This is an optimization exercise on Yosys and OpenROAD, whose aim is small area and a short achievable clock period, not a production implementation.
In this exercise RTL edits were held to simulation tests only and were not proved equivalent to the original.
No activity file was given, so power comes from the tool's default toggle rates.

$ cat design/flow/design.v
package dense2_pkg;
  localparam int unsigned N_IN      = 120;
  localparam int unsigned N_OUT     = 10;
  localparam int unsigned DW        = 16;
  localparam int unsigned FRAC_BITS = 8;
  localparam int unsigned ACC_W     = 30;
  localparam int unsigned AW        = 7;
  localparam int unsigned IDX_W     = 4;
  localparam logic [DW-1:0] SAT_MAX = {1'b0, {(DW-1){1'b1}}};
  localparam logic [DW-1:0] SAT_MIN = {1'b1, {(DW-1){1'b0}}};
  localparam int unsigned N_ST       = 6;
  localparam int unsigned I_IDLE     = 0;
  localparam int unsigned I_ACCUM    = 1;
  localparam int unsigned I_BIAS_RD  = 2;
  localparam int unsigned I_BIAS_ADD = 3;
  localparam int unsigned I_OUT      = 4;
  localparam int unsigned I_CLASS    = 5;
endpackage
module dense2_neuron_acc
(
  input  logic          clk,
  input  logic          keep,
  input  logic          shift,
  input  logic [29:0]   nxt_s,
  input  logic [29:0]   nxt_c,
  input  logic [7:0]    one,
  input  logic [7:0]    two,
  input  logic [7:0]    neg,
  input  logic [15:0]   w,
  output logic [29:0]   s,
  output logic [29:0]   c
);
  wire [29:0] sm = (s & {30{keep}}) | (nxt_s & {30{shift}});
  wire [29:0] cm = (c & {30{keep}}) | (nxt_c & {30{shift}});
  wire p1 = ((one[0] & w[0]) ^ neg[0]);
  wire p2 = (((one[0] & w[1]) | (two[0] & w[0])) ^ neg[0]);
  wire p3 = (((one[0] & w[2]) | (two[0] & w[1])) ^ neg[0]);
  wire p4 = (((one[0] & w[3]) | (two[0] & w[2])) ^ neg[0]);
  wire p5 = (((one[0] & w[4]) | (two[0] & w[3])) ^ neg[0]);
  wire p6 = (((one[0] & w[5]) | (two[0] & w[4])) ^ neg[0]);
  wire p7 = (((one[0] & w[6]) | (two[0] & w[5])) ^ neg[0]);
  wire p8 = (((one[0] & w[7]) | (two[0] & w[6])) ^ neg[0]);
  wire p9 = (((one[0] & w[8]) | (two[0] & w[7])) ^ neg[0]);
  wire p10 = (((one[0] & w[9]) | (two[0] & w[8])) ^ neg[0]);
  wire p11 = (((one[0] & w[10]) | (two[0] & w[9])) ^ neg[0]);
  wire p12 = (((one[0] & w[11]) | (two[0] & w[10])) ^ neg[0]);
  wire p13 = (((one[0] & w[12]) | (two[0] & w[11])) ^ neg[0]);
  wire p14 = (((one[0] & w[13]) | (two[0] & w[12])) ^ neg[0]);
  wire p15 = (((one[0] & w[14]) | (two[0] & w[13])) ^ neg[0]);
  wire p16 = (((one[0] & w[15]) | (two[0] & w[14])) ^ neg[0]);
  wire p17 = ~(((one[0] & w[15]) | (two[0] & w[15])) ^ neg[0]);
  wire p18 = ((one[1] & w[0]) ^ neg[1]);
  wire p19 = (((one[1] & w[1]) | (two[1] & w[0])) ^ neg[1]);
  wire p20 = (((one[1] & w[2]) | (two[1] & w[1])) ^ neg[1]);
  wire p21 = (((one[1] & w[3]) | (two[1] & w[2])) ^ neg[1]);
  wire p22 = (((one[1] & w[4]) | (two[1] & w[3])) ^ neg[1]);
  wire p23 = (((one[1] & w[5]) | (two[1] & w[4])) ^ neg[1]);
  wire p24 = (((one[1] & w[6]) | (two[1] & w[5])) ^ neg[1]);
  wire p25 = (((one[1] & w[7]) | (two[1] & w[6])) ^ neg[1]);
  wire p26 = (((one[1] & w[8]) | (two[1] & w[7])) ^ neg[1]);
  wire p27 = (((one[1] & w[9]) | (two[1] & w[8])) ^ neg[1]);
  wire p28 = (((one[1] & w[10]) | (two[1] & w[9])) ^ neg[1]);
  wire p29 = (((one[1] & w[11]) | (two[1] & w[10])) ^ neg[1]);
  wire p30 = (((one[1] & w[12]) | (two[1] & w[11])) ^ neg[1]);
  wire p31 = (((one[1] & w[13]) | (two[1] & w[12])) ^ neg[1]);
  wire p32 = (((one[1] & w[14]) | (two[1] & w[13])) ^ neg[1]);
  wire p33 = (((one[1] & w[15]) | (two[1] & w[14])) ^ neg[1]);
  wire p34 = ~(((one[1] & w[15]) | (two[1] & w[15])) ^ neg[1]);
  wire p35 = ((one[2] & w[0]) ^ neg[2]);
  wire p36 = (((one[2] & w[1]) | (two[2] & w[0])) ^ neg[2]);
  wire p37 = (((one[2] & w[2]) | (two[2] & w[1])) ^ neg[2]);
  wire p38 = (((one[2] & w[3]) | (two[2] & w[2])) ^ neg[2]);
  wire p39 = (((one[2] & w[4]) | (two[2] & w[3])) ^ neg[2]);
  wire p40 = (((one[2] & w[5]) | (two[2] & w[4])) ^ neg[2]);
  wire p41 = (((one[2] & w[6]) | (two[2] & w[5])) ^ neg[2]);
  wire p42 = (((one[2] & w[7]) | (two[2] & w[6])) ^ neg[2]);
  wire p43 = (((one[2] & w[8]) | (two[2] & w[7])) ^ neg[2]);
  wire p44 = (((one[2] & w[9]) | (two[2] & w[8])) ^ neg[2]);
  wire p45 = (((one[2] & w[10]) | (two[2] & w[9])) ^ neg[2]);
  wire p46 = (((one[2] & w[11]) | (two[2] & w[10])) ^ neg[2]);
  wire p47 = (((one[2] & w[12]) | (two[2] & w[11])) ^ neg[2]);
  wire p48 = (((one[2] & w[13]) | (two[2] & w[12])) ^ neg[2]);
  wire p49 = (((one[2] & w[14]) | (two[2] & w[13])) ^ neg[2]);
  wire p50 = (((one[2] & w[15]) | (two[2] & w[14])) ^ neg[2]);
  wire p51 = ~(((one[2] & w[15]) | (two[2] & w[15])) ^ neg[2]);
  wire p52 = ((one[3] & w[0]) ^ neg[3]);
  wire p53 = (((one[3] & w[1]) | (two[3] & w[0])) ^ neg[3]);
  wire p54 = (((one[3] & w[2]) | (two[3] & w[1])) ^ neg[3]);
  wire p55 = (((one[3] & w[3]) | (two[3] & w[2])) ^ neg[3]);
  wire p56 = (((one[3] & w[4]) | (two[3] & w[3])) ^ neg[3]);
  wire p57 = (((one[3] & w[5]) | (two[3] & w[4])) ^ neg[3]);
  wire p58 = (((one[3] & w[6]) | (two[3] & w[5])) ^ neg[3]);
  wire p59 = (((one[3] & w[7]) | (two[3] & w[6])) ^ neg[3]);
  wire p60 = (((one[3] & w[8]) | (two[3] & w[7])) ^ neg[3]);
  wire p61 = (((one[3] & w[9]) | (two[3] & w[8])) ^ neg[3]);
  wire p62 = (((one[3] & w[10]) | (two[3] & w[9])) ^ neg[3]);
  wire p63 = (((one[3] & w[11]) | (two[3] & w[10])) ^ neg[3]);
  wire p64 = (((one[3] & w[12]) | (two[3] & w[11])) ^ neg[3]);
  wire p65 = (((one[3] & w[13]) | (two[3] & w[12])) ^ neg[3]);
  wire p66 = (((one[3] & w[14]) | (two[3] & w[13])) ^ neg[3]);
  wire p67 = (((one[3] & w[15]) | (two[3] & w[14])) ^ neg[3]);
  wire p68 = ~(((one[3] & w[15]) | (two[3] & w[15])) ^ neg[3]);
  wire p69 = ((one[4] & w[0]) ^ neg[4]);
  wire p70 = (((one[4] & w[1]) | (two[4] & w[0])) ^ neg[4]);
  wire p71 = (((one[4] & w[2]) | (two[4] & w[1])) ^ neg[4]);
  wire p72 = (((one[4] & w[3]) | (two[4] & w[2])) ^ neg[4]);
  wire p73 = (((one[4] & w[4]) | (two[4] & w[3])) ^ neg[4]);
  wire p74 = (((one[4] & w[5]) | (two[4] & w[4])) ^ neg[4]);
  wire p75 = (((one[4] & w[6]) | (two[4] & w[5])) ^ neg[4]);
  wire p76 = (((one[4] & w[7]) | (two[4] & w[6])) ^ neg[4]);
  wire p77 = (((one[4] & w[8]) | (two[4] & w[7])) ^ neg[4]);
  wire p78 = (((one[4] & w[9]) | (two[4] & w[8])) ^ neg[4]);
  wire p79 = (((one[4] & w[10]) | (two[4] & w[9])) ^ neg[4]);
  wire p80 = (((one[4] & w[11]) | (two[4] & w[10])) ^ neg[4]);
  wire p81 = (((one[4] & w[12]) | (two[4] & w[11])) ^ neg[4]);
  wire p82 = (((one[4] & w[13]) | (two[4] & w[12])) ^ neg[4]);
  wire p83 = (((one[4] & w[14]) | (two[4] & w[13])) ^ neg[4]);
  wire p84 = (((one[4] & w[15]) | (two[4] & w[14])) ^ neg[4]);
  wire p85 = ~(((one[4] & w[15]) | (two[4] & w[15])) ^ neg[4]);
  wire p86 = ((one[5] & w[0]) ^ neg[5]);
  wire p87 = (((one[5] & w[1]) | (two[5] & w[0])) ^ neg[5]);
  wire p88 = (((one[5] & w[2]) | (two[5] & w[1])) ^ neg[5]);
  wire p89 = (((one[5] & w[3]) | (two[5] & w[2])) ^ neg[5]);
  wire p90 = (((one[5] & w[4]) | (two[5] & w[3])) ^ neg[5]);
  wire p91 = (((one[5] & w[5]) | (two[5] & w[4])) ^ neg[5]);
  wire p92 = (((one[5] & w[6]) | (two[5] & w[5])) ^ neg[5]);
  wire p93 = (((one[5] & w[7]) | (two[5] & w[6])) ^ neg[5]);
  wire p94 = (((one[5] & w[8]) | (two[5] & w[7])) ^ neg[5]);
  wire p95 = (((one[5] & w[9]) | (two[5] & w[8])) ^ neg[5]);
  wire p96 = (((one[5] & w[10]) | (two[5] & w[9])) ^ neg[5]);
  wire p97 = (((one[5] & w[11]) | (two[5] & w[10])) ^ neg[5]);
  wire p98 = (((one[5] & w[12]) | (two[5] & w[11])) ^ neg[5]);
  wire p99 = (((one[5] & w[13]) | (two[5] & w[12])) ^ neg[5]);
  wire p100 = (((one[5] & w[14]) | (two[5] & w[13])) ^ neg[5]);
  wire p101 = (((one[5] & w[15]) | (two[5] & w[14])) ^ neg[5]);
  wire p102 = ~(((one[5] & w[15]) | (two[5] & w[15])) ^ neg[5]);
  wire p103 = ((one[6] & w[0]) ^ neg[6]);
  wire p104 = (((one[6] & w[1]) | (two[6] & w[0])) ^ neg[6]);
  wire p105 = (((one[6] & w[2]) | (two[6] & w[1])) ^ neg[6]);
  wire p106 = (((one[6] & w[3]) | (two[6] & w[2])) ^ neg[6]);
  wire p107 = (((one[6] & w[4]) | (two[6] & w[3])) ^ neg[6]);
  wire p108 = (((one[6] & w[5]) | (two[6] & w[4])) ^ neg[6]);
  wire p109 = (((one[6] & w[6]) | (two[6] & w[5])) ^ neg[6]);
  wire p110 = (((one[6] & w[7]) | (two[6] & w[6])) ^ neg[6]);
  wire p111 = (((one[6] & w[8]) | (two[6] & w[7])) ^ neg[6]);
  wire p112 = (((one[6] & w[9]) | (two[6] & w[8])) ^ neg[6]);
  wire p113 = (((one[6] & w[10]) | (two[6] & w[9])) ^ neg[6]);
  wire p114 = (((one[6] & w[11]) | (two[6] & w[10])) ^ neg[6]);
  wire p115 = (((one[6] & w[12]) | (two[6] & w[11])) ^ neg[6]);
  wire p116 = (((one[6] & w[13]) | (two[6] & w[12])) ^ neg[6]);
  wire p117 = (((one[6] & w[14]) | (two[6] & w[13])) ^ neg[6]);
  wire p118 = (((one[6] & w[15]) | (two[6] & w[14])) ^ neg[6]);
  wire p119 = ~(((one[6] & w[15]) | (two[6] & w[15])) ^ neg[6]);
  wire p120 = ((one[7] & w[0]) ^ neg[7]);
  wire p121 = (((one[7] & w[1]) | (two[7] & w[0])) ^ neg[7]);
  wire p122 = (((one[7] & w[2]) | (two[7] & w[1])) ^ neg[7]);
  wire p123 = (((one[7] & w[3]) | (two[7] & w[2])) ^ neg[7]);
  wire p124 = (((one[7] & w[4]) | (two[7] & w[3])) ^ neg[7]);
  wire p125 = (((one[7] & w[5]) | (two[7] & w[4])) ^ neg[7]);
  wire p126 = (((one[7] & w[6]) | (two[7] & w[5])) ^ neg[7]);
  wire p127 = (((one[7] & w[7]) | (two[7] & w[6])) ^ neg[7]);
  wire p128 = (((one[7] & w[8]) | (two[7] & w[7])) ^ neg[7]);
  wire p129 = (((one[7] & w[9]) | (two[7] & w[8])) ^ neg[7]);
  wire p130 = (((one[7] & w[10]) | (two[7] & w[9])) ^ neg[7]);
  wire p131 = (((one[7] & w[11]) | (two[7] & w[10])) ^ neg[7]);
  wire p132 = (((one[7] & w[12]) | (two[7] & w[11])) ^ neg[7]);
  wire p133 = (((one[7] & w[13]) | (two[7] & w[12])) ^ neg[7]);
  wire p134 = (((one[7] & w[14]) | (two[7] & w[13])) ^ neg[7]);
  wire p135 = (((one[7] & w[15]) | (two[7] & w[14])) ^ neg[7]);
  wire p136 = ~(((one[7] & w[15]) | (two[7] & w[15])) ^ neg[7]);
  wire s137 = neg[1] ^ p3 ^ p18;
  wire c138 = (neg[1] & p3) | (neg[1] & p18) | (p3 & p18);
  wire s139 = p4 ^ p19 ^ c138;
  wire c140 = (p4 & p19) | (p4 & c138) | (p19 & c138);
  wire s141 = neg[2] ^ p5 ^ p20;
  wire c142 = (neg[2] & p5) | (neg[2] & p20) | (p5 & p20);
  wire s143 = p35 ^ s141 ^ c140;
  wire c144 = (p35 & s141) | (p35 & c140) | (s141 & c140);
  wire s145 = p6 ^ p21 ^ p36;
  wire c146 = (p6 & p21) | (p6 & p36) | (p21 & p36);
  wire s147 = c142 ^ s145 ^ c144;
  wire c148 = (c142 & s145) | (c142 & c144) | (s145 & c144);
  wire s149 = neg[3] ^ p7 ^ p22;
  wire c150 = (neg[3] & p7) | (neg[3] & p22) | (p7 & p22);
  wire s151 = p37 ^ p52 ^ c146;
  wire c152 = (p37 & p52) | (p37 & c146) | (p52 & c146);
  wire s153 = s149 ^ s151 ^ c148;
  wire c154 = (s149 & s151) | (s149 & c148) | (s151 & c148);
  wire s155 = p8 ^ p23 ^ p38;
  wire c156 = (p8 & p23) | (p8 & p38) | (p23 & p38);
  wire s157 = p53 ^ c150 ^ s155;
  wire c158 = (p53 & c150) | (p53 & s155) | (c150 & s155);
  wire s159 = c152 ^ s157;
  wire c160 = c152 & s157;
  wire s161 = sm[0] ^ cm[0] ^ neg[4];
  wire c162 = (sm[0] & cm[0]) | (sm[0] & neg[4]) | (cm[0] & neg[4]);
  wire s163 = s161 ^ p9 ^ p24;
  wire c164 = (s161 & p9) | (s161 & p24) | (p9 & p24);
  wire s165 = p39 ^ p54 ^ p69;
  wire c166 = (p39 & p54) | (p39 & p69) | (p54 & p69);
  wire s167 = c156 ^ s163 ^ s165;
  wire c168 = (c156 & s163) | (c156 & s165) | (s163 & s165);
  wire s169 = c158 ^ s167 ^ c160;
  wire c170 = (c158 & s167) | (c158 & c160) | (s167 & c160);
  wire s171 = sm[1] ^ cm[1] ^ c162;
  wire c172 = (sm[1] & cm[1]) | (sm[1] & c162) | (cm[1] & c162);
  wire s173 = p10 ^ p25 ^ p40;
  wire c174 = (p10 & p25) | (p10 & p40) | (p25 & p40);
  wire s175 = p55 ^ p70 ^ s171;
  wire c176 = (p55 & p70) | (p55 & s171) | (p70 & s171);
  wire s177 = c164 ^ c166 ^ s173;
  wire c178 = (c164 & c166) | (c164 & s173) | (c166 & s173);
  wire s179 = s175 ^ c168 ^ s177;
  wire c180 = (s175 & c168) | (s175 & s177) | (c168 & s177);
  wire s181 = sm[2] ^ cm[2] ^ neg[5];
  wire c182 = (sm[2] & cm[2]) | (sm[2] & neg[5]) | (cm[2] & neg[5]);
  wire s183 = s181 ^ p11 ^ p26;
  wire c184 = (s181 & p11) | (s181 & p26) | (p11 & p26);
  wire s185 = p41 ^ p56 ^ p71;
  wire c186 = (p41 & p56) | (p41 & p71) | (p56 & p71);
  wire s187 = p86 ^ c172 ^ c174;
  wire c188 = (p86 & c172) | (p86 & c174) | (c172 & c174);
  wire s189 = s183 ^ s185 ^ c176;
  wire c190 = (s183 & s185) | (s183 & c176) | (s185 & c176);
  wire s191 = s187 ^ c178 ^ s189;
  wire c192 = (s187 & c178) | (s187 & s189) | (c178 & s189);
  wire s193 = sm[3] ^ cm[3] ^ c182;
  wire c194 = (sm[3] & cm[3]) | (sm[3] & c182) | (cm[3] & c182);
  wire s195 = p12 ^ p27 ^ p42;
  wire c196 = (p12 & p27) | (p12 & p42) | (p27 & p42);
  wire s197 = p57 ^ p72 ^ p87;
  wire c198 = (p57 & p72) | (p57 & p87) | (p72 & p87);
  wire s199 = s193 ^ c184 ^ c186;
  wire c200 = (s193 & c184) | (s193 & c186) | (c184 & c186);
  wire s201 = s195 ^ s197 ^ c188;
  wire c202 = (s195 & s197) | (s195 & c188) | (s197 & c188);
  wire s203 = s199 ^ c190 ^ s201;
  wire c204 = (s199 & c190) | (s199 & s201) | (c190 & s201);
  wire s205 = sm[4] ^ cm[4] ^ neg[6];
  wire c206 = (sm[4] & cm[4]) | (sm[4] & neg[6]) | (cm[4] & neg[6]);
  wire s207 = s205 ^ p13 ^ p28;
  wire c208 = (s205 & p13) | (s205 & p28) | (p13 & p28);
  wire s209 = p43 ^ p58 ^ p73;
  wire c210 = (p43 & p58) | (p43 & p73) | (p58 & p73);
  wire s211 = p88 ^ p103 ^ c194;
  wire c212 = (p88 & p103) | (p88 & c194) | (p103 & c194);
  wire s213 = c196 ^ c198 ^ s207;
  wire c214 = (c196 & c198) | (c196 & s207) | (c198 & s207);
  wire s215 = s209 ^ s211 ^ c200;
  wire c216 = (s209 & s211) | (s209 & c200) | (s211 & c200);
  wire s217 = s213 ^ c202 ^ s215;
  wire c218 = (s213 & c202) | (s213 & s215) | (c202 & s215);
  wire s219 = sm[5] ^ cm[5] ^ c206;
  wire c220 = (sm[5] & cm[5]) | (sm[5] & c206) | (cm[5] & c206);
  wire s221 = p14 ^ p29 ^ p44;
  wire c222 = (p14 & p29) | (p14 & p44) | (p29 & p44);
  wire s223 = p59 ^ p74 ^ p89;
  wire c224 = (p59 & p74) | (p59 & p89) | (p74 & p89);
  wire s225 = p104 ^ s219 ^ c208;
  wire c226 = (p104 & s219) | (p104 & c208) | (s219 & c208);
  wire s227 = c210 ^ s221 ^ s223;
  wire c228 = (c210 & s221) | (c210 & s223) | (s221 & s223);
  wire s229 = c212 ^ s225 ^ c214;
  wire c230 = (c212 & s225) | (c212 & c214) | (s225 & c214);
  wire s231 = s227 ^ c216 ^ s229;
  wire c232 = (s227 & c216) | (s227 & s229) | (c216 & s229);
  wire s233 = sm[6] ^ cm[6] ^ neg[7];
  wire c234 = (sm[6] & cm[6]) | (sm[6] & neg[7]) | (cm[6] & neg[7]);
  wire s235 = s233 ^ p15 ^ p30;
  wire c236 = (s233 & p15) | (s233 & p30) | (p15 & p30);
  wire s237 = p45 ^ p60 ^ p75;
  wire c238 = (p45 & p60) | (p45 & p75) | (p60 & p75);
  wire s239 = p90 ^ p105 ^ p120;
  wire c240 = (p90 & p105) | (p90 & p120) | (p105 & p120);
  wire s241 = c220 ^ c222 ^ c224;
  wire c242 = (c220 & c222) | (c220 & c224) | (c222 & c224);
  wire s243 = s235 ^ s237 ^ s239;
  wire c244 = (s235 & s237) | (s235 & s239) | (s237 & s239);
  wire s245 = c226 ^ s241 ^ c228;
  wire c246 = (c226 & s241) | (c226 & c228) | (s241 & c228);
  wire s247 = s243 ^ c230 ^ s245;
  wire c248 = (s243 & c230) | (s243 & s245) | (c230 & s245);
  wire s249 = sm[7] ^ cm[7] ^ c234;
  wire c250 = (sm[7] & cm[7]) | (sm[7] & c234) | (cm[7] & c234);
  wire s251 = p16 ^ p31 ^ p46;
  wire c252 = (p16 & p31) | (p16 & p46) | (p31 & p46);
  wire s253 = p61 ^ p76 ^ p91;
  wire c254 = (p61 & p76) | (p61 & p91) | (p76 & p91);
  wire s255 = p106 ^ p121 ^ s249;
  wire c256 = (p106 & p121) | (p106 & s249) | (p121 & s249);
  wire s257 = c236 ^ c238 ^ c240;
  wire c258 = (c236 & c238) | (c236 & c240) | (c238 & c240);
  wire s259 = s251 ^ s253 ^ c242;
  wire c260 = (s251 & s253) | (s251 & c242) | (s253 & c242);
  wire s261 = s255 ^ s257 ^ c244;
  wire c262 = (s255 & s257) | (s255 & c244) | (s257 & c244);
  wire s263 = c246 ^ s259 ^ s261;
  wire c264 = (c246 & s259) | (c246 & s261) | (s259 & s261);
  wire s265 = 1'b1 ^ sm[8] ^ cm[8];
  wire c266 = (1'b1 & sm[8]) | (1'b1 & cm[8]) | (sm[8] & cm[8]);
  wire s267 = s265 ^ p17 ^ p32;
  wire c268 = (s265 & p17) | (s265 & p32) | (p17 & p32);
  wire s269 = p47 ^ p62 ^ p77;
  wire c270 = (p47 & p62) | (p47 & p77) | (p62 & p77);
  wire s271 = p92 ^ p107 ^ p122;
  wire c272 = (p92 & p107) | (p92 & p122) | (p107 & p122);
  wire s273 = c250 ^ c252 ^ c254;
  wire c274 = (c250 & c252) | (c250 & c254) | (c252 & c254);
  wire s275 = s267 ^ s269 ^ s271;
  wire c276 = (s267 & s269) | (s267 & s271) | (s269 & s271);
  wire s277 = c256 ^ c258 ^ s273;
  wire c278 = (c256 & c258) | (c256 & s273) | (c258 & s273);
  wire s279 = s275 ^ c260 ^ c262;
  wire c280 = (s275 & c260) | (s275 & c262) | (c260 & c262);
  wire s281 = s277 ^ c264 ^ s279;
  wire c282 = (s277 & c264) | (s277 & s279) | (c264 & s279);
  wire s283 = 1'b1 ^ sm[9] ^ cm[9];
  wire c284 = (1'b1 & sm[9]) | (1'b1 & cm[9]) | (sm[9] & cm[9]);
  wire s285 = c266 ^ s283 ^ p33;
  wire c286 = (c266 & s283) | (c266 & p33) | (s283 & p33);
  wire s287 = p48 ^ p63 ^ p78;
  wire c288 = (p48 & p63) | (p48 & p78) | (p63 & p78);
  wire s289 = p93 ^ p108 ^ p123;
  wire c290 = (p93 & p108) | (p93 & p123) | (p108 & p123);
  wire s291 = c268 ^ c270 ^ c272;
  wire c292 = (c268 & c270) | (c268 & c272) | (c270 & c272);
  wire s293 = s285 ^ s287 ^ s289;
  wire c294 = (s285 & s287) | (s285 & s289) | (s287 & s289);
  wire s295 = c274 ^ s291 ^ c276;
  wire c296 = (c274 & s291) | (c274 & c276) | (s291 & c276);
  wire s297 = s293 ^ c278 ^ s295;
  wire c298 = (s293 & c278) | (s293 & s295) | (c278 & s295);
  wire s299 = c280 ^ s297 ^ c282;
  wire c300 = (c280 & s297) | (c280 & c282) | (s297 & c282);
  wire s301 = sm[10] ^ cm[10] ^ c284;
  wire c302 = (sm[10] & cm[10]) | (sm[10] & c284) | (cm[10] & c284);
  wire s303 = p34 ^ p49 ^ p64;
  wire c304 = (p34 & p49) | (p34 & p64) | (p49 & p64);
  wire s305 = p79 ^ p94 ^ p109;
  wire c306 = (p79 & p94) | (p79 & p109) | (p94 & p109);
  wire s307 = p124 ^ s301 ^ c286;
  wire c308 = (p124 & s301) | (p124 & c286) | (s301 & c286);
  wire s309 = c288 ^ c290 ^ s303;
  wire c310 = (c288 & c290) | (c288 & s303) | (c290 & s303);
  wire s311 = s305 ^ c292 ^ s307;
  wire c312 = (s305 & c292) | (s305 & s307) | (c292 & s307);
  wire s313 = c294 ^ s309 ^ c296;
  wire c314 = (c294 & s309) | (c294 & c296) | (s309 & c296);
  wire s315 = s311 ^ c298 ^ s313;
  wire c316 = (s311 & c298) | (s311 & s313) | (c298 & s313);
  wire s317 = 1'b1 ^ sm[11] ^ cm[11];
  wire c318 = (1'b1 & sm[11]) | (1'b1 & cm[11]) | (sm[11] & cm[11]);
  wire s319 = s317 ^ p50 ^ p65;
  wire c320 = (s317 & p50) | (s317 & p65) | (p50 & p65);
  wire s321 = p80 ^ p95 ^ p110;
  wire c322 = (p80 & p95) | (p80 & p110) | (p95 & p110);
  wire s323 = p125 ^ c302 ^ c304;
  wire c324 = (p125 & c302) | (p125 & c304) | (c302 & c304);
  wire s325 = c306 ^ s319 ^ s321;
  wire c326 = (c306 & s319) | (c306 & s321) | (s319 & s321);
  wire s327 = c308 ^ s323 ^ c310;
  wire c328 = (c308 & s323) | (c308 & c310) | (s323 & c310);
  wire s329 = s325 ^ c312 ^ s327;
  wire c330 = (s325 & c312) | (s325 & s327) | (c312 & s327);
  wire s331 = c314 ^ s329 ^ c316;
  wire c332 = (c314 & s329) | (c314 & c316) | (s329 & c316);
  wire s333 = sm[12] ^ cm[12] ^ c318;
  wire c334 = (sm[12] & cm[12]) | (sm[12] & c318) | (cm[12] & c318);
  wire s335 = p51 ^ p66 ^ p81;
  wire c336 = (p51 & p66) | (p51 & p81) | (p66 & p81);
  wire s337 = p96 ^ p111 ^ p126;
  wire c338 = (p96 & p111) | (p96 & p126) | (p111 & p126);
  wire s339 = s333 ^ c320 ^ c322;
  wire c340 = (s333 & c320) | (s333 & c322) | (c320 & c322);
  wire s341 = s335 ^ s337 ^ c324;
  wire c342 = (s335 & s337) | (s335 & c324) | (s337 & c324);
  wire s343 = s339 ^ c326 ^ c328;
  wire c344 = (s339 & c326) | (s339 & c328) | (c326 & c328);
  wire s345 = s341 ^ c330 ^ s343;
  wire c346 = (s341 & c330) | (s341 & s343) | (c330 & s343);
  wire s347 = 1'b1 ^ sm[13] ^ cm[13];
  wire c348 = (1'b1 & sm[13]) | (1'b1 & cm[13]) | (sm[13] & cm[13]);
  wire s349 = s347 ^ p67 ^ p82;
  wire c350 = (s347 & p67) | (s347 & p82) | (p67 & p82);
  wire s351 = p97 ^ p112 ^ p127;
  wire c352 = (p97 & p112) | (p97 & p127) | (p112 & p127);
  wire s353 = c334 ^ c336 ^ c338;
  wire c354 = (c334 & c336) | (c334 & c338) | (c336 & c338);
  wire s355 = s349 ^ s351 ^ c340;
  wire c356 = (s349 & s351) | (s349 & c340) | (s351 & c340);
  wire s357 = s353 ^ c342 ^ s355;
  wire c358 = (s353 & c342) | (s353 & s355) | (c342 & s355);
  wire s359 = c344 ^ s357 ^ c346;
  wire c360 = (c344 & s357) | (c344 & c346) | (s357 & c346);
  wire s361 = sm[14] ^ cm[14] ^ c348;
  wire c362 = (sm[14] & cm[14]) | (sm[14] & c348) | (cm[14] & c348);
  wire s363 = p68 ^ p83 ^ p98;
  wire c364 = (p68 & p83) | (p68 & p98) | (p83 & p98);
  wire s365 = p113 ^ p128 ^ s361;
  wire c366 = (p113 & p128) | (p113 & s361) | (p128 & s361);
  wire s367 = c350 ^ c352 ^ s363;
  wire c368 = (c350 & c352) | (c350 & s363) | (c352 & s363);
  wire s369 = s365 ^ c354 ^ s367;
  wire c370 = (s365 & c354) | (s365 & s367) | (c354 & s367);
  wire s371 = c356 ^ s369 ^ c358;
  wire c372 = (c356 & s369) | (c356 & c358) | (s369 & c358);
  wire s373 = 1'b1 ^ sm[15] ^ cm[15];
  wire c374 = (1'b1 & sm[15]) | (1'b1 & cm[15]) | (sm[15] & cm[15]);
  wire s375 = s373 ^ p84 ^ p99;
  wire c376 = (s373 & p84) | (s373 & p99) | (p84 & p99);
  wire s377 = p114 ^ p129 ^ c362;
  wire c378 = (p114 & p129) | (p114 & c362) | (p129 & c362);
  wire s379 = c364 ^ s375 ^ c366;
  wire c380 = (c364 & s375) | (c364 & c366) | (s375 & c366);
  wire s381 = s377 ^ c368 ^ s379;
  wire c382 = (s377 & c368) | (s377 & s379) | (c368 & s379);
  wire s383 = c370 ^ s381 ^ c372;
  wire c384 = (c370 & s381) | (c370 & c372) | (s381 & c372);
  wire s385 = sm[16] ^ cm[16] ^ c374;
  wire c386 = (sm[16] & cm[16]) | (sm[16] & c374) | (cm[16] & c374);
  wire s387 = p85 ^ p100 ^ p115;
  wire c388 = (p85 & p100) | (p85 & p115) | (p100 & p115);
  wire s389 = p130 ^ s385 ^ c376;
  wire c390 = (p130 & s385) | (p130 & c376) | (s385 & c376);
  wire s391 = s387 ^ c378 ^ s389;
  wire c392 = (s387 & c378) | (s387 & s389) | (c378 & s389);
  wire s393 = c380 ^ s391 ^ c382;
  wire c394 = (c380 & s391) | (c380 & c382) | (s391 & c382);
  wire s395 = 1'b1 ^ sm[17] ^ cm[17];
  wire c396 = (1'b1 & sm[17]) | (1'b1 & cm[17]) | (sm[17] & cm[17]);
  wire s397 = s395 ^ p101 ^ p116;
  wire c398 = (s395 & p101) | (s395 & p116) | (p101 & p116);
  wire s399 = p131 ^ c386 ^ c388;
  wire c400 = (p131 & c386) | (p131 & c388) | (c386 & c388);
  wire s401 = s397 ^ c390 ^ s399;
  wire c402 = (s397 & c390) | (s397 & s399) | (c390 & s399);
  wire s403 = c392 ^ s401 ^ c394;
  wire c404 = (c392 & s401) | (c392 & c394) | (s401 & c394);
  wire s405 = sm[18] ^ cm[18] ^ c396;
  wire c406 = (sm[18] & cm[18]) | (sm[18] & c396) | (cm[18] & c396);
  wire s407 = p102 ^ p117 ^ p132;
  wire c408 = (p102 & p117) | (p102 & p132) | (p117 & p132);
  wire s409 = s405 ^ c398 ^ s407;
  wire c410 = (s405 & c398) | (s405 & s407) | (c398 & s407);
  wire s411 = c400 ^ s409 ^ c402;
  wire c412 = (c400 & s409) | (c400 & c402) | (s409 & c402);
  wire s413 = 1'b1 ^ sm[19] ^ cm[19];
  wire c414 = (1'b1 & sm[19]) | (1'b1 & cm[19]) | (sm[19] & cm[19]);
  wire s415 = s413 ^ p118 ^ p133;
  wire c416 = (s413 & p118) | (s413 & p133) | (p118 & p133);
  wire s417 = c406 ^ c408 ^ s415;
  wire c418 = (c406 & c408) | (c406 & s415) | (c408 & s415);
  wire s419 = c410 ^ s417 ^ c412;
  wire c420 = (c410 & s417) | (c410 & c412) | (s417 & c412);
  wire s421 = sm[20] ^ cm[20] ^ c414;
  wire c422 = (sm[20] & cm[20]) | (sm[20] & c414) | (cm[20] & c414);
  wire s423 = p119 ^ p134 ^ s421;
  wire c424 = (p119 & p134) | (p119 & s421) | (p134 & s421);
  wire s425 = c416 ^ s423 ^ c418;
  wire c426 = (c416 & s423) | (c416 & c418) | (s423 & c418);
  wire s427 = 1'b1 ^ sm[21] ^ cm[21];
  wire c428 = (1'b1 & sm[21]) | (1'b1 & cm[21]) | (sm[21] & cm[21]);
  wire s429 = s427 ^ p135 ^ c422;
  wire c430 = (s427 & p135) | (s427 & c422) | (p135 & c422);
  wire s431 = c424 ^ s429 ^ c426;
  wire c432 = (c424 & s429) | (c424 & c426) | (s429 & c426);
  wire s433 = sm[22] ^ cm[22] ^ c428;
  wire c434 = (sm[22] & cm[22]) | (sm[22] & c428) | (cm[22] & c428);
  wire s435 = p136 ^ s433 ^ c430;
  wire c436 = (p136 & s433) | (p136 & c430) | (s433 & c430);
  wire s437 = 1'b1 ^ sm[23] ^ cm[23];
  wire c438 = (1'b1 & sm[23]) | (1'b1 & cm[23]) | (sm[23] & cm[23]);
  wire s439 = s437 ^ c434 ^ c436;
  wire c440 = (s437 & c434) | (s437 & c436) | (c434 & c436);
  wire s441 = 1'b1 ^ sm[24] ^ cm[24];
  wire c442 = (1'b1 & sm[24]) | (1'b1 & cm[24]) | (sm[24] & cm[24]);
  wire s443 = c438 ^ s441;
  wire c444 = c438 & s441;
  wire s445 = 1'b1 ^ sm[25] ^ cm[25];
  wire c446 = (1'b1 & sm[25]) | (1'b1 & cm[25]) | (sm[25] & cm[25]);
  wire s447 = c442 ^ s445 ^ c444;
  wire c448 = (c442 & s445) | (c442 & c444) | (s445 & c444);
  wire s449 = 1'b1 ^ sm[26] ^ cm[26];
  wire c450 = (1'b1 & sm[26]) | (1'b1 & cm[26]) | (sm[26] & cm[26]);
  wire s451 = c446 ^ s449 ^ c448;
  wire c452 = (c446 & s449) | (c446 & c448) | (s449 & c448);
  wire s453 = 1'b1 ^ sm[27] ^ cm[27];
  wire c454 = (1'b1 & sm[27]) | (1'b1 & cm[27]) | (sm[27] & cm[27]);
  wire s455 = c450 ^ s453 ^ c452;
  wire c456 = (c450 & s453) | (c450 & c452) | (s453 & c452);
  wire s457 = 1'b1 ^ sm[28] ^ cm[28];
  wire c458 = (1'b1 & sm[28]) | (1'b1 & cm[28]) | (sm[28] & cm[28]);
  wire s459 = c454 ^ s457 ^ c456;
  wire c460 = (c454 & s457) | (c454 & c456) | (s457 & c456);
  wire s461 = 1'b1 ^ sm[29] ^ cm[29];
  wire c462 = (1'b1 & sm[29]) | (1'b1 & cm[29]) | (sm[29] & cm[29]);
  wire s463 = c458 ^ s461 ^ c460;
  wire c464 = (c458 & s461) | (c458 & c460) | (s461 & c460);
  wire [8:0] low_sum = {1'b0, c154, s153, s147, s143, s139, s137, p2, p1} + {1'b0, s159, 1'b0, 1'b0, 1'b0, 1'b0, 1'b0, 1'b0, neg[0]};
  always_ff @(posedge clk) begin
    s <= {s463, s459, s455, s451, s447, c440, s439, c432, s431, c420, s419, c404, s403, c384, s383, c360, s359, c332, s331, c300, s299, s281, c248, c232, c218, c204, c192, c180, c170, s169};
    c <= {1'b0, 1'b0, 1'b0, 1'b0, 1'b0, s443, 1'b0, s435, 1'b0, s425, 1'b0, s411, 1'b0, s393, 1'b0, s371, 1'b0, s345, 1'b0, s315, 1'b0, 1'b0, s263, s247, s231, s217, s203, s191, s179, low_sum[8]};
  end
endmodule
module dense2_argmax
(
  input  logic                clk,
  input  logic                rst,
  input  logic                in_valid,
  input  logic                frame_start_in,
  input  logic                frame_end_in,
  input  logic [dense2_pkg::DW-1:0]       dense_input,
  output logic                rom_en,
  output logic [dense2_pkg::AW-1:0]       rom_addr,
  input  logic [dense2_pkg::N_OUT*dense2_pkg::DW-1:0] rom_data,
  output logic                out_valid,
  output logic                frame_start_out,
  output logic                frame_end_out,
  output logic [dense2_pkg::DW-1:0]       logit_out,
  output logic                class_valid,
  output logic [dense2_pkg::IDX_W-1:0]    class_idx,
  output logic                err
);
  localparam int unsigned W = dense2_pkg::ACC_W;
  logic [dense2_pkg::N_ST-1:0]   state;
  logic [dense2_pkg::N_ST-1:0]   state_n;
  logic [dense2_pkg::AW-1:0]     cnt;
  logic              clear;
  logic              take;
  logic              err_c;
  logic              keep_q;
  logic [dense2_pkg::DW-1:0]     sample_q;
  logic [dense2_pkg::IDX_W-1:0]  out_k;
  logic [dense2_pkg::DW-1:0]     best_val;
  logic [dense2_pkg::IDX_W-1:0]  best_idx;
  logic [W-1:0]      acc_s [dense2_pkg::N_OUT];
  logic [W-1:0]      acc_c [dense2_pkg::N_OUT];
  logic st_idle, st_accum, st_bias_rd, st_bias_add, st_out, st_class;
  assign st_idle     = state[dense2_pkg::I_IDLE];
  assign st_accum    = state[dense2_pkg::I_ACCUM];
  assign st_bias_rd  = state[dense2_pkg::I_BIAS_RD];
  assign st_bias_add = state[dense2_pkg::I_BIAS_ADD];
  assign st_out      = state[dense2_pkg::I_OUT];
  assign st_class    = state[dense2_pkg::I_CLASS];
  logic [7:0] b_one, b_two, b_neg;
  always_comb begin
    for (int k = 0; k < 8; k++) begin
      logic x0, x1, x2;
      x0 = (k == 0) ? 1'b0 : sample_q[2*k-1];
      x1 = sample_q[2*k];
      x2 = sample_q[2*k+1];
      b_one[k] = x1 ^ x0;
      b_two[k] = (x2 & ~x1 & ~x0) | (~x2 & x1 & x0);
      b_neg[k] = x2;
    end
  end
  for (genvar k = 0; k < dense2_pkg::N_OUT; k++) begin : g_neuron
    dense2_neuron_acc u_acc (
      .clk     (clk),
      .keep    (keep_q),
      .shift   (st_out),
      .nxt_s   ((k == dense2_pkg::N_OUT - 1) ? '0 : acc_s[(k + 1) % dense2_pkg::N_OUT]),
      .nxt_c   ((k == dense2_pkg::N_OUT - 1) ? '0 : acc_c[(k + 1) % dense2_pkg::N_OUT]),
      .one     (b_one),
      .two     (b_two),
      .neg     (b_neg),
      .w       (rom_data[k*dense2_pkg::DW +: dense2_pkg::DW]),
      .s       (acc_s[k]),
      .c       (acc_c[k])
    );
  end
  logic start_ok;    
  logic last_idx;    
  logic in_frame;    
  assign start_ok = in_valid && frame_start_in && !frame_end_in;
  assign last_idx = (cnt == dense2_pkg::AW'(dense2_pkg::N_IN - 1));
  assign in_frame = st_accum && in_valid && !frame_start_in;
  assign take   = (st_idle && start_ok) || (st_accum && in_valid);
  assign clear  = in_valid && frame_start_in && ((st_idle && !frame_end_in) || st_accum);
  assign rom_en = !rst && (take || st_bias_rd);
  always_comb begin
    rom_addr = '0;
    if (!rst && in_frame) begin
      rom_addr = cnt;
    end else if (!rst && st_bias_rd) begin
      rom_addr = dense2_pkg::AW'(dense2_pkg::N_IN);
    end
  end
  assign err_c = (st_idle && in_valid && frame_start_in && frame_end_in)
              || (st_accum && in_valid && (frame_start_in || (frame_end_in != last_idx)))
              || (!st_idle && !st_accum && in_valid);
  always_comb begin
    state_n = '0;
    state_n[dense2_pkg::I_IDLE]     = (st_idle && !start_ok)
                                   || (in_frame && (frame_end_in ? !last_idx : last_idx))
                                   || st_class;
    state_n[dense2_pkg::I_ACCUM]    = (st_idle && start_ok)
                                   || (st_accum && !(in_frame && (frame_end_in || last_idx)));
    state_n[dense2_pkg::I_BIAS_RD]  = in_frame && frame_end_in && last_idx;
    state_n[dense2_pkg::I_BIAS_ADD] = st_bias_rd;
    state_n[dense2_pkg::I_OUT]      = st_bias_add
                                   || (st_out && (out_k != dense2_pkg::IDX_W'(dense2_pkg::N_OUT - 1)));
    state_n[dense2_pkg::I_CLASS]    = st_out && (out_k == dense2_pkg::IDX_W'(dense2_pkg::N_OUT - 1));
  end
  logic [W-1:0]  sel_sum;
  logic [dense2_pkg::DW-1:0] logit_c;
  assign sel_sum = acc_s[0] + acc_c[0];
  assign logit_c = (sel_sum[W-1:dense2_pkg::DW-1] == {(W-dense2_pkg::DW+1){sel_sum[W-1]}})
                 ? sel_sum[dense2_pkg::DW-1:0]
                 : (sel_sum[W-1] ? dense2_pkg::SAT_MIN : dense2_pkg::SAT_MAX);
  logic              better;
  logic [dense2_pkg::IDX_W-1:0]  cur_idx;
  assign better  = frame_start_out || ($signed(logit_out) > $signed(best_val));
  assign cur_idx = out_k - dense2_pkg::IDX_W'(1);
  always_ff @(posedge clk) begin
    if (rst) begin
      state           <= dense2_pkg::N_ST'(1) << dense2_pkg::I_IDLE;
      cnt             <= '0;
      keep_q          <= 1'b0;
      sample_q        <= '0;
      out_k           <= '0;
      best_val        <= '0;
      best_idx        <= '0;
      out_valid       <= 1'b0;
      frame_start_out <= 1'b0;
      frame_end_out   <= 1'b0;
      logit_out       <= '0;
      class_valid     <= 1'b0;
      class_idx       <= '0;
      err             <= 1'b0;
    end else begin
      state           <= state_n;
      keep_q          <= !clear && !state_n[dense2_pkg::I_OUT];
      err             <= err_c;
      if (clear) begin
        cnt <= dense2_pkg::AW'(1);
      end else if (take) begin
        cnt <= cnt + dense2_pkg::AW'(1);
      end
      if (take) begin
        sample_q <= dense_input;
      end else if (st_bias_rd) begin
        sample_q <= dense2_pkg::DW'(1 << dense2_pkg::FRAC_BITS);
      end else begin
        sample_q <= '0;
      end
      if (st_bias_add) begin
        out_k <= '0;
      end else if (st_out) begin
        out_k <= out_k + dense2_pkg::IDX_W'(1);
      end
      out_valid       <= st_out;
      frame_start_out <= st_out && (out_k == '0);
      frame_end_out   <= st_out && (out_k == dense2_pkg::IDX_W'(dense2_pkg::N_OUT - 1));
      logit_out       <= logit_c;
      class_valid     <= st_class;
      class_idx       <= better ? cur_idx : best_idx;
      if (out_valid && better) begin
        best_val <= logit_out;
        best_idx <= cur_idx;
      end
    end
  end
endmodule
$ cat design/flow/config.mk
export PLATFORM = sky130hd
export DESIGN_NAME = dense2_argmax
export DESIGN_NICKNAME = dense2_argmax
export VERILOG_FILES = /design/flow/design.v
export SDC_FILE = /design/flow/constraint.sdc
export NUM_CORES = 4
export LEC_CHECK = 0
export ABC_AREA = 1
export CAP_MARGIN = 20
export CORE_MARGIN = 2
export CORE_UTILIZATION = 40
export PLACE_DENSITY = 0.6
export SETUP_SLACK_MARGIN = 5
export SLEW_MARGIN = 20
$ cat design/flow/run.sh
#!/bin/bash
# synth_recipe.tcl (not shown) runs the flow's synth.tcl, then flattens the netlist and writes it again
# the make line also repeats each setting of config.mk as NAME=value (left out here)
make -C /OpenROAD-flow-scripts/flow DESIGN_CONFIG=/design/flow/config.mk WORK_HOME=/design/flow/orfs CLKGATE_MAP_FILE= SYNTH_SCRIPT=/design/flow/synth_recipe.tcl finish
$ cat design/flow/constraint.sdc
create_clock -name core_clock -period 11.0 [get_ports {clk}]
set_input_delay 2.2000 -clock core_clock [delete_from_list [all_inputs] [get_ports {clk}]]
set_output_delay 2.2000 -clock core_clock [all_outputs]
set_load 0.01 [all_outputs]
==> flow_summary.yaml, run 1 <==
floorplan:
  dieWidth_um: 447
  initial_core_util_pct: 40.2
  row_count: 162
  fp.dieH_um: 447
  ios: 214
  core_area_um2: 195000
  die_area_um2: 200000
drt:
  post_drt_wl_per_cell_um: 23.7
  drtIter0Drc: 6260
  postRouteAntennaNets: 0
  drc: 0
  routed-via-count: 66200
  drtPass1Iterations: 6
  routed_wirelength_um: 277000
  via_per_inst: 5.66
finish:
  syn_to_final_growth_pct: 11.4
  layout_common_cells: "inv_1, o22ai_1, fa_1"
  num-nets-final: 10700
  final_common_cell: "inv_1"
  drive_above_1_share_pct: 6.53
global_route:
  grt_usage_pct: 27.4
  overflow: 0
  grt_pass1_vias: 70700
  antenna_found_initial: 1
  grt_max_degree: 194
  grt_pass1_wl_um: 417000
synthesis:
  syn_area_per_cell_um2: 8.60
  synth_compound_area_share_pct: 14.4
  ys.flop_type: "dfxtp_1"
  synthDistinctLibCells: 45
  yosys.area_share.simple_pct: 4.23
  syn_inst: 9114
  netlist.area_leader.share_pct: 37.1
  synth_area_leader_cell: "fa_1"
  synthMuxAreaShare_pct: 0
  synthAdderAreaFrac_pct: 38.3
  ys_warn_count: 4
  synth_top_family_by_area: "adder cells"
  netlist_top_cells_area: "fa_1, xor2_1, dfxtp_1"
  yosysSeqAreaShare_pct: 13.7
  synth_edf_count: 0
  synthArstFlopShare_pct: 0
  syn-cell-area_um2: 78400
  synth_seq_cells: 538
  synth_xor_area_share_pct: 14.1
  syn-num-nets: 10800
critical_path:
  critPathMaxFanout: 16
  arrival_ns: 3.77
  cp-start-kind: "input port"
  r2r-start: "sample_q[13]"
  critPathKind: "in -> out"
  cp-end-kind: "output pin"
  r2r-end: "g_neuron[4].u_acc.s[11]"
  worstPathRequired_ns: 8.80
  r2r.worst_path.cells: 16
  ff2ff_setup_slack_ns: 5.07
worst_hold_path:
  min_path_type: "reg -> reg"
  whs_path_depth: 2
  holdPathEnd: "class_valid"
  hold_start: "frame_end_out"
placed_design:
  hpwl_um: 184000
  port_buffers: 213
  gp_congestion: 0.898
cts:
  clockBufferDepth: 3
  clkLatencyLatePin_ns: 0.75
  cts_inserted_buffers: 76
  cts_root_buffer: "clkbuf_16"
  clkSinkCount: 538
  cts_max_level: 3
  cts_tree: "done"
  cts_hold_repair.buffers: 0
  path_clk_slew_ns: 0.05
pwr:
  powerDensity_nw_per_um2: 167
  peakVddDrop_mv: 0.129
  finalPower_w: 0.0146
  leakagePower_nw: 40.4
timing:
  post-route-period-util_pct: 54.3
  final-hold-violation-count: 0
  setup_tns_ns: 0
  max_freq_ghz: 0.167
  max_slew_margin_pct: 19.9
  setup_viol: 0
  rsz0062_at_grt: "true"
  worstMarginPinSlew_ns: 1.20
  fin_crit_ns: 5.97
  drv_slew: 0
  finClkSkew_ns: 0.0402
flow_run:
  drv_cap: 0
run_status:
  status: "complete, no violations"
[layout make-up]
type                    instances  area, um2
multi-input cells            5405      55800
repair buffers                500       5070
diodes                          1       2.50
repair inverters                1       5.00
flip-flops and latches        538      10800
well taps                    2624       3280
clock buffers                  96       2050
fillers                     18800     107000
inverters                    2490       9680
clock inverters                40        629
[power breakdown]
group / switching (W) / total, W / leakage, nW / internal, W
Sequential: 0.000308 / 0.00326 / 4.50 / 0.00295
Clock: 0.00113 / 0.00273 / 1.30 / 0.00160
Combinational: 0.00533 / 0.00863 / 34.6 / 0.00330
[worst max-delay path by stage]
| stage | start | end | cells after the start | slack, ns |
|---|---|---|---|---|
| 2_1_floorplan | rom_data[22] | g_neuron[1].u_acc.s[9] | 11 | 5.07 |
| 3_3_place_gp | rst | rom_en | 6 | 3.11 |
| 3_5_place_dp | rst | rom_en | 6 | 3.09 |
| 4_1_cts | frame_start_in | rom_en | 9 | 4.93 |
| 5_1_grt | frame_start_in | rom_en | 9 | 4.86 |
| 6_report | frame_start_in | rom_en | 9 | 5.03 |
[registers in the layout (all words and copies together) (netlist names), 4 cells and up]
register          count
g_neuron.u_acc.s    300
best_val             16
out_k                 4
state                 5
sample_q             16
g_neuron.u_acc.c    160
cnt                   7
best_idx              4
class_idx             4
logit_out            16
[Yosys cell counts, drive strengths merged, types with 13 or more instances]
cell type,n
dfxtp,538
nand2,474
o22ai,1519
inv,2461
xor2,1262
nor2,147
nor4,14
a21oi,65
fa,1451
a31oi,13
buf,53
ha,78
nand4,14
nand3,107
clkinv,29
clkbuf,628
o21ai,215
[per-stage QoR]
stage          instances  area [um2]  setup slack [ns]  util [%]  hold slack, ns
2_1_floorplan       9114       78400              5.07         -           0.425
3_3_place_gp       11400       82500              3.11      42.3           0.445
3_5_place_dp       11400       82500              3.09      42.3           0.443
4_1_cts            11600       85700              4.93      44.0           0.450
5_1_grt            11700       87400              4.86      44.8           0.472
6_report           11700       87400              5.03      44.8           0.448
[cells by family (layout without fill, tap and decap cells)]
logic type	after synthesis	count (layout)
other cells	0	1
simple gates	772	772
compound gates	1839	1839
xor+xnor	1265	1265
buf+inv	3171	3127
flops	538	538
fa+ha+maj	1529	1529
[layer usage]
layer	GRT usage (%)	routed length, um
met1	32.5	100000
met2	47.0	133000
met3	4.66	26700
met4	15.1	17200
met5	0	0
[timing repair]
action                                  in CTS  in global routing
resized for setup                           44                 82
buffers inserted                            47                127
endpoints found under the setup margin      93                 46
cloned                                       0                  3
pin swaps                                    3                  1
[worst max-delay path: stages]
cell,delay [ns]
clkdlybuf4s50_1,0.52
nand2_1,0.09
inv_1,0.11
nand3_2,0.10
nand2_2,0.11
nand2_1,0.08
buf_8,0.18
nand2_1,0.10
dlygate4sd2_1,0.27
==> run 2, diff against run 1 <==
==> design/flow/flow/run.sh (new file) <==
#!/bin/bash
set -euo pipefail
sed 's/SETUP_SLACK_MARGIN=[0-9.]*/SETUP_SLACK_MARGIN=5.6/' standard.sh > standard_margin.sh
grep -q 'SETUP_SLACK_MARGIN=5.6' standard_margin.sh
bash standard_margin.sh > standard.log 2>&1
==> design/flow/standard.sh (new file) <==
#!/bin/bash
# synth_recipe.tcl (not shown) runs the flow's synth.tcl, then flattens the netlist and writes it again
# the make line also repeats each setting of config.mk as NAME=value (left out here)
make -C /OpenROAD-flow-scripts/flow DESIGN_CONFIG=/design/flow/config.mk WORK_HOME=/design/flow/orfs CLKGATE_MAP_FILE= SYNTH_SCRIPT=/design/flow/synth_recipe.tcl "${@:-finish}"
removed: design/flow/run.sh
==> run 2 against run 1 <==
  * Clock skew rose by 0.0082 ns
  * Register-to-register slack improved by 0.51 ns
  * Critical path depth rose by 7
  * Core utilization rose by 3.0 points
  * Non-clock buffer count rose by 304
  * Combinational power rose by 4.8%
  * Sequential power barely moved
  * Critical path type is now in -> reg
  * Largest cell class unchanged
  * Highest routed layer is now met5
==> flow_summary.yaml, run 2 <==
run_status:
  status: "complete, no violations"
synthesis:
  syn_inst: 9114
  synthDistinctLibCells: 45
  synth_edf_count: 0
  ys_warn_count: 4
  syn_area_per_cell_um2: 8.60
  yosysMostFrequentCell: "inv_1"
  synth_area_leader_cell: "fa_1"
  yosysSeqAreaShare_pct: 13.7
  synth_seq_cells: 538
  syn-cell-area_um2: 78400
  synthArstFlopShare_pct: 0
  ys.flop_type: "dfxtp_1"
  syn-num-nets: 10800
  netlist_top_cells_area: "fa_1, xor2_1, dfxtp_1"
  netlist.area_leader.share_pct: 37.1
  ys_top_cells_by_count: "inv_1, o22ai_1, fa_1, xor2_1, clkbuf_1"
pwr:
  powerDensity_nw_per_um2: 160
  seq_power_share_pct: 21.7
  internal-power_w: 0.00801
  p_sw_w: 0.00694
  peakVddDrop_mv: 0.123
  clock_power_share_pct: 17.8
  switching_share_pct: 46.4
  combPwrFrac_pct: 60.5
  leakagePower_nw: 42.7
critical_path:
  ff2ff_setup_slack_ns: 5.58
  cp-end-kind: "register"
  arrival_ns: 6.08
  worstPathCellList: "clkdlybuf4s50_1 -> clkinvlp_4 -> buf_4 -> o22ai_1 -> xor2_1 -> fa_1 -> inv_1 -> fa_1 -> inv_1 -> fa_1 -> inv_1 -> fa_1 -> inv_1 -> fa_1 -> inv_1 -> fa_1"
  critPathMaxFanout: 5
  critPathMaxStageDelay_ns: 0.53
  r2r-end: "g_neuron[8].u_acc.s[9]"
  r2r-start: "sample_q[7]"
  slowest_stage: "clkdlybuf4s50_1"
  path_delay_family: "adder cells"
  critPathKind: "in -> reg"
  worstPathRequired_ns: 11.60
  cp-start-kind: "input port"
  r2r.worst_path.cells: 14
  path_buf_inv: 8
  timing.critical_path.mode_cell: "fa_1"
floorplan:
  fp.dieH_um: 447
  ios: 214
  core_area_um2: 195000
  die_area_um2: 200000
  dieWidth_um: 447
  row_count: 162
  initial_core_util_pct: 40.2
placed_design:
  port_buffers: 213
  gp_congestion: 0.906
  hpwl_um: 186000
drt:
  routed-via-count: 67900
  post_drt_wl_per_cell_um: 24.5
  postRouteAntennaNets: 0
  drtPass1Iterations: 8
  via_per_inst: 5.65
  drtIter0Drc: 6795
  drc: 0
  routed_wirelength_um: 294000
global_route:
  use_met1_pct: 33.8
  antenna_found_initial: 5
  grt_usage_pct: 29.2
  grtUsageMet3_pct: 5.63
  use_met2_pct: 49.8
  grt_pass1_wl_um: 440000
  grt_max_degree: 151
  grt_pass1_vias: 73300
  overflow: 0
  busiest_layer: "met2"
worst_hold_path:
  holdPathEnd: "best_val[1]"
  min_path_type: "reg -> reg"
  whs_path_depth: 2
  hold_start: "best_val[1]"
cts:
  clkLatencyLatePin_ns: 0.74
  cts_inserted_buffers: 74
  clkSinkCount: 538
  path_clk_slew_ns: 0.06
  cts_tree: "done"
  cts_hold_repair.buffers: 0
  cts_max_level: 3
  clockBufferDepth: 3
  cts_root_buffer: "clkbuf_16"
timing:
  post-route-period-util_pct: 49.8
  drv_slew: 0
  setup_tns_ns: 0
  max_slew_margin_pct: 19.0
  max_freq_ghz: 0.183
  setup_viol: 0
  fin_crit_ns: 5.48
  final-hold-violation-count: 0
  finClkSkew_ns: 0.0484
  worstMarginPinSlew_ns: 1.22
  rsz0062_at_grt: "true"
finish:
  largest_reg_flops: 300
  syn_to_final_growth_pct: 18.9
  ff_latch_area_um2: 10800
  drive_above_1_share_pct: 15.9
  multiInputGateArea_um2: 58300
  final_common_cell: "inv_1"
  fillCellCount: 18300
  reg.largest.list: "g_neuron.u_acc.s (300), g_neuron.u_acc.c (160)"
  largest_register: "g_neuron.u_acc.s"
  post-route-util_pct: 47.9
  layout_common_cells: "inv_1, o22ai_1, fa_1"
  num-nets-final: 11000
flow_run:
  drv_cap: 0
run 2: cell counts after synthesis:
Identical to the previous run, type by type.
run 2: cells by family (layout without fill, tap and decap cells):
family	Yosys count	after routing	synth area share, %
buf+inv	3171	3432	15.2
flops	538	538	13.7
other cells	0	1	0
fa+ha+maj	1529	1529	38.3
compound gates	1839	1840	14.4
simple gates	772	773	4.23
xor+xnor	1265	1265	14.1
run 2: area by class of cell:
class	count	share of cell area (%)
clock buffer	99	2.23
timing repair buffer	804	8.81
antenna	1	0.00268
multi-input combinational	5407	62.5
tap	2624	3.52
timing repair inverter	3	0.0228
sequential	538	11.6
clock inverter	36	0.546
inverter	2490	10.8
run 2: repair_timing:
item / CTS / global route
setup endpoints to repair: 237 / 90
gates resized for setup: 246 / 439
gates cloned: 6 / 3
pin swaps: 15 / 96
setup buffers: 408 / 79
run 2: metrics by stage:
step / hold slack, ns / instances / setup WS [ns] / area [um2] / power (W)
6_report: 0.456 / 12000 / 5.52 / 93200 / 0.0149
5_1_grt: 0.472 / 12000 / 5.49 / 93200 / 0.0166
4_1_cts: 0.458 / 11900 / 5.57 / 90600 / 0.0149
3_5_place_dp: 0.448 / 11400 / 3.68 / 83400 / 0.0120
3_3_place_gp: 0.444 / 11400 / 3.69 / 83400 / 0.0116
2_1_floorplan: 0.425 / 9114 / 5.51 / 80700 / 0.00972
run 2: worst max-delay path by stage:
stage              startpoint                       to  slack (ns)  cells past startpoint
6_report        rom_data[131]  g_neuron[8].u_acc.s[13]        5.52                     16
3_5_place_dp              rst                   rom_en        3.68                      6
2_1_floorplan    rom_data[46]   g_neuron[2].u_acc.s[9]        5.51                     11
3_3_place_gp              rst                   rom_en        3.69                      6
4_1_cts        frame_start_in                   rom_en        5.57                      8
5_1_grt         rom_data[131]  g_neuron[8].u_acc.s[13]        5.49                     16
run 2: worst register-to-register path, stage by stage, from the launching register on:
cell and delay, ns:
dfxtp_4 0.47, nor2_1 0.36, nor2_2 0.08, buf_4 0.28, inv_16 0.38, buf_6 0.59
o22ai_1 0.26, xor2_1 0.23, fa_1 0.45, fa_1 0.46, fa_1 0.42, fa_1 0.51
inv_1 0.05, fa_2 0.35, fa_1 0.42
run 2: layer usage:
metal  vias up  part of all wire, %
li1      28400                    -
met1     34000                   36
met2      4254                   48
met3      1143                  9.5
met4         2                  6.6
met5         -               0.0044
run 2: power groups by stage:
stage               Clock [W]  Combinational, W  Sequential, W
floorplan                   0           0.00651        0.00321
global placement            0           0.00833        0.00328
detailed placement          0           0.00872        0.00329
CTS                   0.00269           0.00895        0.00325
global route          0.00276            0.0105        0.00333
finish                0.00266           0.00904        0.00325

## what the ideal ports hide
No port has a modelled driver above. Below, the same layouts with a new extraction and two added sets of constraints. Step 1 sets driving cells, clkbuf_16 on the clock port and buf_2 on the other inputs (assumed; they add their load-dependent delay and slew). Step 2 adds t to the input delays and takes it off the output delays; t is the mean of the earliest and latest rising clock arrival at the registers after step 1. Input paths then give back, and output paths get back, about the clock's delay inside the block. a / b / c = ideal ports / drivers / drivers and shift; a / b = the first two.
| run | t, ns | setup slack, ns | worst slew at a driven data input, ns | pins driven straight from the clock port |
|---|---|---|---|---|
| run 1 | 0.813 | 5.026 / 5.000 / 4.256 | 0.11 | 1 |
| run 2 | 0.805 | 5.523 / 5.578 / 4.787 | 0.11 | 1 |
After both steps every run listed still meets setup and hold. The setup slack of run 1, which loses most, moves by -0.026 ns with the drivers and by -0.770 ns with both steps.
